This design comes from an exercise in tuning for small area, a short achievable clock period and few clock cycles per item on the open sky130 flow, not from production work. In this exercise RTL edits were held to simulation tests only and were not proved equivalent to the original. No activity file was given, so power comes from the tool's default toggle rates.

==> flow/design.v <==
module mem_responder #(
    parameter int DEPTH_WORDS = 64,
    parameter int LATENCY     = 2
) (
    input  logic        clk,
    input  logic        reset,
    input  logic        req_valid,
    output logic        req_ready,
    input  logic        req_write,
    input  logic [1:0]  req_size,
    input  logic [31:0] req_addr,
    input  logic [31:0] req_wdata,
    output logic        resp_valid,
    output logic [31:0] resp_rdata,
    output logic        resp_error
);
    localparam int AW = $clog2(DEPTH_WORDS);
    localparam int NG = (DEPTH_WORDS + 2) / 3;    
    assign req_ready = !reset;
    logic        in_err;
    logic [3:0]  in_lane;    
    logic [31:0] in_wword;
    logic [3:0]  in_sel0;    
    logic [1:0]  in_sel1;    
    logic        in_sel2;    
    logic [3:0]  in_be_n;    
    assign in_err = (req_size == 2'b11)
                  || (req_size == 2'b01 && req_addr[0])
                  || (req_size == 2'b00 && req_addr[1:0] != 2'b00)
                  || (req_addr[31:8] != 24'd0);
    always_comb begin
        in_lane  = 4'b0000;
        in_wword = {4{req_wdata[7:0]}};
        in_sel0  = 4'b0000;
        in_sel1  = 2'b00;
        in_sel2  = 1'b0;
        case (req_size)
            2'b00: begin
                in_lane  = 4'b1111;
                in_wword = req_wdata;
                in_sel0  = 4'b0001;
                in_sel1  = 2'b01;
                in_sel2  = 1'b1;
            end
            2'b01: begin
                in_lane  = req_addr[1] ? 4'b0011 : 4'b1100;
                in_wword = {2{req_wdata[15:0]}};
                in_sel0  = req_addr[1] ? 4'b0001 : 4'b0100;
                in_sel1  = req_addr[1] ? 2'b01 : 2'b10;
            end
            2'b10: begin
                in_lane  = 4'b1000 >> req_addr[1:0];
                in_sel0  = 4'b1000 >> req_addr[1:0];
            end
            default: ;
        endcase
        if (req_write || in_err) begin
            in_sel0 = 4'b0000;
            in_sel1 = 2'b00;
            in_sel2 = 1'b0;
        end
        in_be_n = ~(in_lane & {4{req_valid && !reset && req_write && !in_err}});
    end
    logic                   s_valid;
    logic                   s_err;
    logic [DEPTH_WORDS-1:0] s_word;       
    logic [DEPTH_WORDS-1:0] s_word_n;
    logic [3:0]             s_be_n;
    logic [31:0]            s_wword;
    logic [3:0]             s_sel0;
    logic [1:0]             s_sel1;
    logic                   s_sel2;
    always_ff @(posedge clk) begin
        s_valid <= req_valid && !reset;
        s_err   <= in_err;
        s_word  <= DEPTH_WORDS'(1) << req_addr[AW+1:2];
        s_be_n  <= in_be_n;
        s_wword <= in_wword;
        s_sel0  <= in_sel0;
        s_sel1  <= in_sel1;
        s_sel2  <= in_sel2;
    end
    assign s_word_n = ~s_word;
    logic [31:0] rd_word;
    genvar gi, wi;
    generate
        for (gi = 0; gi < 4; gi++) begin : g_lane
            logic [8*DEPTH_WORDS-1:0] lane_mem;
            logic [DEPTH_WORDS-1:0]   we;
            for (wi = 0; wi < DEPTH_WORDS; wi++) begin : g_word
                mr_nor2 u_we (.a(s_word_n[wi]), .b(s_be_n[gi]), .y(we[wi]));
                always_ff @(posedge clk) begin
                    if (we[wi]) lane_mem[8*wi +: 8] <= s_wword[8*gi +: 8];
                end
            end
            for (genvar bi = 0; bi < 8; bi++) begin : g_bit
                logic [NG-1:0] grp_n;
                for (genvar ki = 0; ki < NG; ki++) begin : g_grp
                    if (3 * ki + 2 < DEPTH_WORDS) begin : g_3
                        mr_aoi222 u_aoi (
                            .a1(s_word[3*ki]),     .a2(lane_mem[8*(3*ki)     + bi]),
                            .b1(s_word[3*ki + 1]), .b2(lane_mem[8*(3*ki + 1) + bi]),
                            .c1(s_word[3*ki + 2]), .c2(lane_mem[8*(3*ki + 2) + bi]),
                            .y(grp_n[ki]));
                    end else if (3 * ki + 1 < DEPTH_WORDS) begin : g_2
                        mr_aoi22 u_aoi (
                            .a1(s_word[3*ki]),     .a2(lane_mem[8*(3*ki)     + bi]),
                            .b1(s_word[3*ki + 1]), .b2(lane_mem[8*(3*ki + 1) + bi]),
                            .y(grp_n[ki]));
                    end else begin : g_1
                        mr_nand2 u_nand (
                            .a(s_word[3*ki]), .b(lane_mem[8*(3*ki) + bi]), .y(grp_n[ki]));
                    end
                end
                logic [5:0] part;
                logic [1:0] part_n;
                mr_nand4 u_p0 (.a(grp_n[0]),  .b(grp_n[1]),  .c(grp_n[2]),  .d(grp_n[3]),  .y(part[0]));
                mr_nand4 u_p1 (.a(grp_n[4]),  .b(grp_n[5]),  .c(grp_n[6]),  .d(grp_n[7]),  .y(part[1]));
                mr_nand4 u_p2 (.a(grp_n[8]),  .b(grp_n[9]),  .c(grp_n[10]), .d(grp_n[11]), .y(part[2]));
                mr_nand4 u_p3 (.a(grp_n[12]), .b(grp_n[13]), .c(grp_n[14]), .d(grp_n[15]), .y(part[3]));
                mr_nand3 u_p4 (.a(grp_n[16]), .b(grp_n[17]), .c(grp_n[18]), .y(part[4]));
                mr_nand3 u_p5 (.a(grp_n[19]), .b(grp_n[20]), .c(grp_n[21]), .y(part[5]));
                mr_nor3  u_q0 (.a(part[0]), .b(part[1]), .c(part[2]), .y(part_n[0]));
                mr_nor3  u_q1 (.a(part[3]), .b(part[4]), .c(part[5]), .y(part_n[1]));
                mr_nand2 u_r  (.a(part_n[0]), .b(part_n[1]), .y(rd_word[8*gi + bi]));
            end
        end
    endgenerate
    logic [31:0] load_data;
    always_comb begin
        load_data[7:0]   = ({8{s_sel0[0]}} & rd_word[7:0])
                         | ({8{s_sel0[1]}} & rd_word[15:8])
                         | ({8{s_sel0[2]}} & rd_word[23:16])
                         | ({8{s_sel0[3]}} & rd_word[31:24]);
        load_data[15:8]  = ({8{s_sel1[0]}} & rd_word[15:8])
                         | ({8{s_sel1[1]}} & rd_word[31:24]);
        load_data[31:16] = {16{s_sel2}} & rd_word[31:16];
    end
    logic        resp_valid_reg;
    logic        resp_error_reg;
    logic [31:0] resp_rdata_reg;
    always_ff @(posedge clk) begin
        resp_valid_reg <= s_valid && !reset;
        resp_error_reg <= s_err;
        resp_rdata_reg <= load_data;
    end
    assign resp_valid = resp_valid_reg;
    assign resp_error = resp_error_reg;
    assign resp_rdata = resp_rdata_reg;
endmodule
module mr_nor2 (
    input  logic a,
    input  logic b,
    output logic y
);
    assign y = ~(a | b);
endmodule
module mr_nand2 (
    input  logic a,
    input  logic b,
    output logic y
);
    assign y = ~(a & b);
endmodule
module mr_nand3 (
    input  logic a,
    input  logic b,
    input  logic c,
    output logic y
);
    assign y = ~(a & b & c);
endmodule
module mr_nand4 (
    input  logic a,
    input  logic b,
    input  logic c,
    input  logic d,
    output logic y
);
    assign y = ~(a & b & c & d);
endmodule
module mr_nor3 (
    input  logic a,
    input  logic b,
    input  logic c,
    output logic y
);
    assign y = ~(a | b | c);
endmodule
module mr_aoi22 (
    input  logic a1,
    input  logic a2,
    input  logic b1,
    input  logic b2,
    output logic y
);
    assign y = ~((a1 & a2) | (b1 & b2));
endmodule
module mr_aoi222 (
    input  logic a1,
    input  logic a2,
    input  logic b1,
    input  logic b2,
    input  logic c1,
    input  logic c2,
    output logic y
);
    assign y = ~((a1 & a2) | (b1 & b2) | (c1 & c2));
endmodule
==> flow/config.mk <==
export PLATFORM = sky130hd
export DESIGN_NAME = mem_responder
export DESIGN_NICKNAME = mem_responder
export VERILOG_FILES = /design/flow/design.v
export SDC_FILE = /design/flow/constraint.sdc
export NUM_CORES = 4
export LEC_CHECK = 0
export CAP_MARGIN = 20
export CORE_MARGIN = 2
export CORE_UTILIZATION = 50
export CTS_BUF_LIST = sky130_fd_sc_hd__clkbuf_16
export CTS_CLUSTER_DIAMETER = 100
export CTS_CLUSTER_SIZE = 28
export SETUP_SLACK_MARGIN = 3.35
export SLEW_MARGIN = 20
export SYNTH_HIERARCHICAL = 1
==> flow/constraint.sdc <==
create_clock -name core_clock -period 6.0 [get_ports {clk}]
set_input_delay 1.2000 -clock core_clock [delete_from_list [all_inputs] [get_ports {clk}]]
set_output_delay 1.2000 -clock core_clock [all_outputs]
set_load 0.01 [all_outputs]
run.sh (not shown) runs the stock make flow with config.mk's settings and CLKGATE_MAP_FILE= SYNTH_SCRIPT=/design/flow/synth_recipe.tcl, a recipe that flattens the netlist after the stock synthesis.
The starting point completed without violations.
Testbench counts at the start, summed over its fixed seeds: cycles 9,616, items 9,600.
Edit:
Settings changed: CORE_UTILIZATION 50 to 40.
- The changed run produced a clean layout
- register-to-register slack improves by 0.10 ns
- total power grows by about 0.4%
- count of clock-buffer cells in the layout grows by 2
- hold slack improves by 0.018 ns
- die area grows by about 25%
- combinational power shrinks by about 11%
- cell count grows by about 8%
- via count shrinks by 2.8%
- clock skew grows by 0.0094 ns
Edit:
==> flow/flow/run.sh (new file) <==
#!/bin/bash
# The standard layout (standard.sh, the standard flow's own ORFS run) with three changes:
#   - port buffers are sky130_fd_sc_hd__buf_1 (the resizer upsizes them where timing needs it)
#     instead of the clkdlybuf4s50_1 delay cells buffer_ports picks by default;
#   - clock tree synthesis inserts no dummy loads;
#   - the resizer may change a cell's footprint when it resizes it.
# Every tool's output is in orfs/logs/ (one log per step) and the make output in standard.log.
set -euo pipefail
bash standard.sh \
  "BUFFER_PORTS_ARGS=-buffer_cell sky130_fd_sc_hd__buf_1" \
  "CTS_ARGS=-sink_clustering_enable -repair_clock_nets -sink_clustering_size 28 -sink_clustering_max_diameter 100 -buf_list sky130_fd_sc_hd__clkbuf_16 -dont_use_dummy_load" \
  MATCH_CELL_FOOTPRINT=0 \
  finish > standard.log 2>&1
==> flow/standard.sh (new file) <==
#!/bin/bash
# synth_recipe.tcl (not shown) runs the flow's synth.tcl, then flattens the netlist and writes it again
# the make line also repeats each setting of config.mk as NAME=value (left out here)
make -C /OpenROAD-flow-scripts/flow DESIGN_CONFIG=/design/flow/config.mk WORK_HOME=/design/flow/orfs CLKGATE_MAP_FILE= SYNTH_SCRIPT=/design/flow/synth_recipe.tcl "${@:-finish}"
Settings changed: SETUP_SLACK_MARGIN 3.35 to 3.5.
removed: flow/run.sh
=>
- power falls slightly
- worst setup slack gets better by 0.042 ns
- sequential share of layout area rises by 0.65 points
- fmax rises slightly
- wire length rises slightly
- die area is unchanged
- via count stays flat
- clock-buffer cell count falls by 2
- sequential cell count is unchanged
Edit:
Settings changed: CORE_UTILIZATION 40 to 35.
Clock power shrinks by about 1%.
Combinational power grows by 4.1%.
Worst hold slack is worse by 0.073 ns.
Register-to-register slack is worse by 0.04 ns.
Power shrinks by 0.31%.
Wire length hardly moves.
Synthesized area stays the same.
Setup slack hardly moves.
Final area grows by 0.39%.
Edit:
--- a/flow/flow/run.sh
+++ b/flow/flow/run.sh
@@ -1,3 +1,3 @@
 #!/bin/bash
-# The standard layout (standard.sh, the standard flow's own ORFS run) with three changes:
+# The standard layout (standard.sh, the standard flow's own ORFS run) with these changes:
 #   - port buffers are sky130_fd_sc_hd__buf_1 (the resizer upsizes them where timing needs it)
@@ -5,3 +5,5 @@
 #   - clock tree synthesis inserts no dummy loads;
-#   - the resizer may change a cell's footprint when it resizes it.
+#   - the resizer may change a cell's footprint when it resizes it;
+#   - the reset and req_ready pins are placed side by side (req_ready = !reset is a path
+#     from one port straight to the other).
 # Every tool's output is in orfs/logs/ (one log per step) and the make output in standard.log.
@@ -12,2 +14,3 @@
   MATCH_CELL_FOOTPRINT=0 \
+  "PLACE_PINS_ARGS=-group_pins {reset req_ready}" \
   finish > standard.log 2>&1
Settings changed: CORE_UTILIZATION 35 to 40, SETUP_SLACK_MARGIN 3.5 to 3.65.
Effect: Global-route usage rose by 4.4 points. Via count came out higher by 4.0%. First-iteration DRC count went up by 21%. Combinational power rose by 13%. Sequential share of layout area falls by 0.42 points. Setup slack barely changes. Worst hold slack loses 0.030 ns. Final cell count decreases by 4.7%. Critical path depth does not change.

[what the ideal ports hide]
No port has a modelled driver above. Below, the same layouts with a new extraction and two added sets of constraints.
Step 1: set_driving_cell puts a clkbuf_16 on clk and a buf_2 on each other input, an assumption about the parent block.
Step 2 moves the port delays by t, midway between the first and last clock arrival at a register: inputs arrive t later, outputs are due t later. That takes back most of the time a late clock gives input paths.
Slacks: ideal ports / drivers / drivers and shift; pairs: ideal ports / drivers.
| run | t, ns | setup slack, ns | slew at the worst register clock pin (ns) | worst data-port slew with drivers (ns) | cell pins on the clock port's net |
|---|---|---|---|---|---|
| the first run | 0.800 | 3.256 / 3.256 / 2.761 | 0.11 / 0.11 | 0.17 | 1 |
| the second run | 0.806 | 3.337 / 3.311 / 2.672 | 0.11 / 0.11 | 0.11 | 1 |
| the third run | 0.795 | 3.379 / 3.347 / 2.986 | 0.11 / 0.11 | 0.10 | 1 |
| the fourth run | 0.816 | 3.378 / 3.342 / 2.883 | 0.11 / 0.11 | 0.35 | 1 |
| the fifth run | 0.809 | 3.376 / 3.335 / 3.153 | 0.11 / 0.11 | 0.25 | 1 |
After both steps setup and hold are still met in every run listed. The setup slack of the second run, which loses most, moves by -0.026 ns with the drivers and by -0.665 ns with both steps.
